Source: an optimization exercise on an open RTL-to-GDS flow (aim: small area). Production flows keep margins and buffers that such runs may drop.
Function not checked in this run: the RTL went through the layout flow alone.
Power and IR drop assume default switching activity.

**design/flow/flow/run.sh**
```bash
#!/bin/bash
# Layout flow: the standard synthesis unchanged, then the standard ORFS
# layout with plain buffers on the ports, no CTS dummy loads and a power
# (area) recovery pass after global routing.
set -euo pipefail
bash standard.sh synth > make_synth.log 2>&1
bash standard.sh \
    BUFFER_PORTS_ARGS="-buffer_cell sky130_fd_sc_hd__buf_2" \
    CTS_ARGS="-sink_clustering_enable -repair_clock_nets -dont_use_dummy_load" \
    RECOVER_POWER=100 \
    finish > make_finish.log 2>&1
```
**design/flow/standard.sh**
```bash
#!/bin/bash
# synth_recipe.tcl (not shown) runs the flow's synth.tcl, then flattens the netlist and writes it again
# the make line also repeats each setting of config.mk as NAME=value (left out here)
make -C /OpenROAD-flow-scripts/flow DESIGN_CONFIG=/design/flow/config.mk WORK_HOME=/design/flow/orfs CLKGATE_MAP_FILE= SYNTH_SCRIPT=/design/flow/synth_recipe.tcl "${@:-finish}"
```
**design/flow/config.mk**
```make
export PLATFORM = sky130hd
export DESIGN_NAME = regfile_4r2w
export DESIGN_NICKNAME = regfile_4r2w
export VERILOG_FILES = /design/flow/design.v
export SDC_FILE = /design/flow/constraint.sdc
export NUM_CORES = 4
export LEC_CHECK = 0
export CAP_MARGIN = 10
export CORE_MARGIN = 2
export CORE_UTILIZATION = 55
export CTS_BUF_LIST = sky130_fd_sc_hd__clkbuf_4 sky130_fd_sc_hd__clkbuf_8
export SETUP_SLACK_MARGIN = 0.2
export SLEW_MARGIN = 10
export SYNTH_HIERARCHICAL = 1
```
**design/flow/constraint.sdc**
```tcl
create_clock -name core_clock -period 7.0 [get_ports {CLK}]
set_input_delay 1.4000 -clock core_clock [delete_from_list [all_inputs] [get_ports {CLK}]]
set_output_delay 1.4000 -clock core_clock [all_outputs]
set_load 0.01 [all_outputs]
```
**design/flow/design.v**
```verilog
module rf_aoi222 (
    input  logic a0, b0, a1, b1, a2, b2,
    output logic y
);
    assign y = !((a0 & b0) | (a1 & b1) | (a2 & b2));
endmodule
module rf_inv (
    input  logic a,
    output logic y
);
    assign y = !a;
endmodule
module rf_nand_n #(
    parameter int N = 11
) (
    input  logic [N-1:0] x,
    output logic         y
);
    assign y = !(&x);
endmodule
module int_regfile_mp #(
    parameter int XLEN     = 32,
    parameter int INDEX    = 5,
    parameter int NREAD    = 2,
    parameter int NWRITE   = 2,
    parameter int ZERO_REG = 1,
    parameter int BYPASS   = 1,
    localparam int NREGS   = 2**INDEX
) (
    input  logic                     CLK,
    input  logic                     RST_N,
    input  logic [NREAD*INDEX-1:0]   RA,
    output logic [NREAD*XLEN-1:0]    RD,
    output logic [NREAD-1:0]         RBUSY,
    input  logic [NWRITE-1:0]        WE,
    input  logic [NWRITE*INDEX-1:0]  WA,
    input  logic [NWRITE*XLEN-1:0]   WD,
    input  logic                     ISSUE_EN,
    input  logic [INDEX-1:0]         ISSUE_RD,
    output logic [NREGS-1:0]         BUSY_VEC
);
    localparam int NTERM = NREGS - 1 + 2;
    localparam int NGRP  = (NTERM + 2) / 3;
    logic [NREGS-1:1][XLEN-1:0] regs_q;
    logic [NREGS-1:1][XLEN-1:0] regs_d;
    logic [NREGS-1:1]           valid_q;
    logic [NREGS-1:1]           busy_q;
    logic [XLEN-1:0] wd0, wd1;
    assign wd0 = WD[XLEN-1:0];
    assign wd1 = WD[2*XLEN-1:XLEN];
    logic [NREGS-1:1] h0, h1, w0, hold, wr;
    always_comb begin
        for (int i = 1; i < NREGS; i++) begin
            h0[i]   = WE[0] && (WA[INDEX-1:0] == INDEX'(i));
            h1[i]   = WE[1] && (WA[2*INDEX-1:INDEX] == INDEX'(i));
            w0[i]   = h0[i] && !h1[i];
            wr[i]   = h0[i] || h1[i];
            hold[i] = !wr[i];
        end
    end
    genvar gi, gb, gr, gg;
    generate
        for (gi = 1; gi < NREGS; gi++) begin : g_wreg
            for (gb = 0; gb < XLEN; gb++) begin : g_wbit
                logic yn;
                rf_aoi222 u_aoi (
                    .a0(h1[gi]), .b0(wd1[gb]),
                    .a1(w0[gi]), .b1(wd0[gb]),
                    .a2(hold[gi]), .b2(regs_q[gi][gb]),
                    .y(yn)
                );
                rf_inv u_inv (.a(yn), .y(regs_d[gi][gb]));
            end
        end
    endgenerate
    always_ff @(posedge CLK) begin
        regs_q <= regs_d;
    end
    always_ff @(posedge CLK or negedge RST_N) begin
        if (!RST_N) begin
            valid_q <= '0;
            busy_q  <= '0;
        end else begin
            for (int i = 1; i < NREGS; i++) begin
                valid_q[i] <= valid_q[i] | wr[i];
                busy_q[i]  <= (ISSUE_EN && (ISSUE_RD == INDEX'(i))) ? 1'b1 :
                              (wr[i] ? 1'b0 : busy_q[i]);
            end
        end
    end
    assign BUSY_VEC = {busy_q, 1'b0};
    generate
        for (gr = 0; gr < NREAD; gr++) begin : g_rport
            logic [INDEX-1:0]  ra;
            logic              en, b0, b1;
            logic [3*NGRP-1:0] sel;
            assign ra = RA[gr*INDEX +: INDEX];
            assign en = RST_N && (ra != '0);
            assign b1 = WE[1] && (WA[2*INDEX-1:INDEX] == ra);
            assign b0 = WE[0] && (WA[INDEX-1:0] == ra);
            always_comb begin
                sel = '0;
                for (int i = 1; i < NREGS; i++)
                    sel[i-1] = en && !b0 && !b1 && valid_q[i] && (ra == INDEX'(i));
                sel[NREGS-1] = en && b1;
                sel[NREGS]   = en && b0 && !b1;
            end
            assign RBUSY[gr] = (ra != '0) && busy_q[ra];
            for (gb = 0; gb < XLEN; gb++) begin : g_rbit
                logic [3*NGRP-1:0] dat;
                logic [NGRP-1:0]   yn;
                for (gi = 1; gi < NREGS; gi++) begin : g_dat
                    assign dat[gi-1] = regs_q[gi][gb];
                end
                assign dat[NREGS-1] = wd1[gb];
                assign dat[NREGS]   = wd0[gb];
                if (3*NGRP > NTERM) begin : g_pad
                    assign dat[3*NGRP-1:NTERM] = '0;
                end
                for (gg = 0; gg < NGRP; gg++) begin : g_grp
                    rf_aoi222 u_aoi (
                        .a0(sel[3*gg]),   .b0(dat[3*gg]),
                        .a1(sel[3*gg+1]), .b1(dat[3*gg+1]),
                        .a2(sel[3*gg+2]), .b2(dat[3*gg+2]),
                        .y(yn[gg])
                    );
                end
                rf_nand_n #(.N(NGRP)) u_or (.x(yn), .y(RD[gr*XLEN + gb]));
            end
        end
    endgenerate
endmodule
module regfile_4r2w (
    input  logic         CLK,
    input  logic         RST_N,
    input  logic [19:0]  RA,
    output logic [127:0] RD,
    output logic [3:0]   RBUSY,
    input  logic [1:0]   WE,
    input  logic [9:0]   WA,
    input  logic [63:0]  WD,
    input  logic         ISSUE_EN,
    input  logic [4:0]   ISSUE_RD,
    output logic [31:0]  BUSY_VEC
);
    int_regfile_mp #(
        .XLEN(32), .INDEX(5), .NREAD(4), .NWRITE(2), .ZERO_REG(1), .BYPASS(1)
    ) u_rf (
        .CLK(CLK), .RST_N(RST_N), .RA(RA), .RD(RD), .RBUSY(RBUSY),
        .WE(WE), .WA(WA), .WD(WD), .ISSUE_EN(ISSUE_EN), .ISSUE_RD(ISSUE_RD),
        .BUSY_VEC(BUSY_VEC)
    );
endmodule
```
==> results.cfg <==
[placement]
gp_congestion = 1.15
io_buffers = 266
place_hpwl_mm = 261
post_dp_cell_area_mm2 = 0.0640

[synthesis]
synth_area_leaders = a222oi_1 42%, dfxtp_1 35%, inv_1 6.6%
synth-edff-count = 0
synth_top_area_share = 0.421
syn_nets = 5751
ys_types = 53
synth_cells = 5627
syn_area_mm2 = 0.0570
async_flop_share = 0.0588
ys_seq_elements = 1054
yosysTopAreaCell = a222oi_1
synth-main-ff-cell = dfxtp_1
avgSynthCellArea_um2 = 10.1
yosysWarnings = 7
yosysSeqAreaShare = 0.376

[sta]
worst_endpoint = RD[31]
worstEpCategory = top-level output

[outcome]
haltStage = global routing
tool.error = [ERROR GRT-0232] Routing congestion too high. Check the congestion heatmap in the GUI.
status = stopped before the end

[clock_tree]
post_cts_resized = 0
htreeDepth = 3
cts.sinks = 1054
cts_root_buf = clkbuf_16
post_cts_buffers = 0
hold_buffers = 0
cts_made_buffers = 114
clk_path_buf_depth = 3

[floorplanning]
die_w_um = 326
num_rows = 118
io_pins = 268
start_util = 0.552
die_h_um = 326

[grt]
gr-total-overflow = 3
grt_use_total = 0.814
grt_max_degree = 48
-- metal layers --
metal	GRT usage	overflow
met2	0.908	1
met5	0.515	2
met1	0.841	0
met3	0.731	0
met4	0.748	0
-- worst max-delay path by stage --
stage	start	depth (start not counted)	slack (ps)	to
3_5_place_dp	RA[8]	11	390	RD[60]
2_1_floorplan	RA[5]	9	1260	RD[32]
4_1_cts	RA[17]	11	400	RD[99]
3_3_place_gp	RA[8]	11	410	RD[60]
-- modules after synthesis (local to each module, per instance), excerpt --
module | times used | cell area (um^2) | cells inside
rf_inv | 992 | 3.75 | 1
rf_aoi222 | 2400 | 10.0 | 1
-- through the flow --
step,hold WS (ps),setup slack [ps],std cells,total power [mW],utilization
after floorplan,468,1260,5627,11.3,-
after global placement,512,407,7546,12.9,0.620
after detailed placement,516,395,7546,13.1,0.620
after CTS,535,397,7660,18.2,0.648
-- Yosys cell counts, types with 11 or more instances --
cell type,n
buf_2,20
clkbuf_1,16
xnor2_1,28
nor2b_1,21
a21oi_1,31
or3_1,128
and4bb_2,12
nand2_1,53
dfrtp_1,62
inv_1,1005
nand3_1,138
nor3_1,22
a22o_1,11
xor2_1,23
mux4_2,28
dfxtp_1,992
nand2b_1,38
ha_1,20
and3_1,125
nand4_1,262
a222oi_1,2400
o2bb2ai_1,12
nor2_1,78
-- power groups by stage --
stage          combinational, mW  clock (mW)  sequential, mW
2_1_floorplan               2.25           0            9.02
3_3_place_gp                3.32           0            9.58
3_5_place_dp                3.46           0            9.64
4_1_cts                     3.48        5.23            9.53
-- kinds of logic after synthesis --
group,Yosys count,synth area share
adder cells (fa/ha/maj),20,0.00439
AND/OR/NAND/NOR,925,0.0953
other,1,0.0000658
flip-flops,1054,0.376
buffers and inverters,1053,0.0705
AO/OA/AOI/OAI,2479,0.431
XOR/XNOR,52,0.00812
multiplexers,43,0.0149
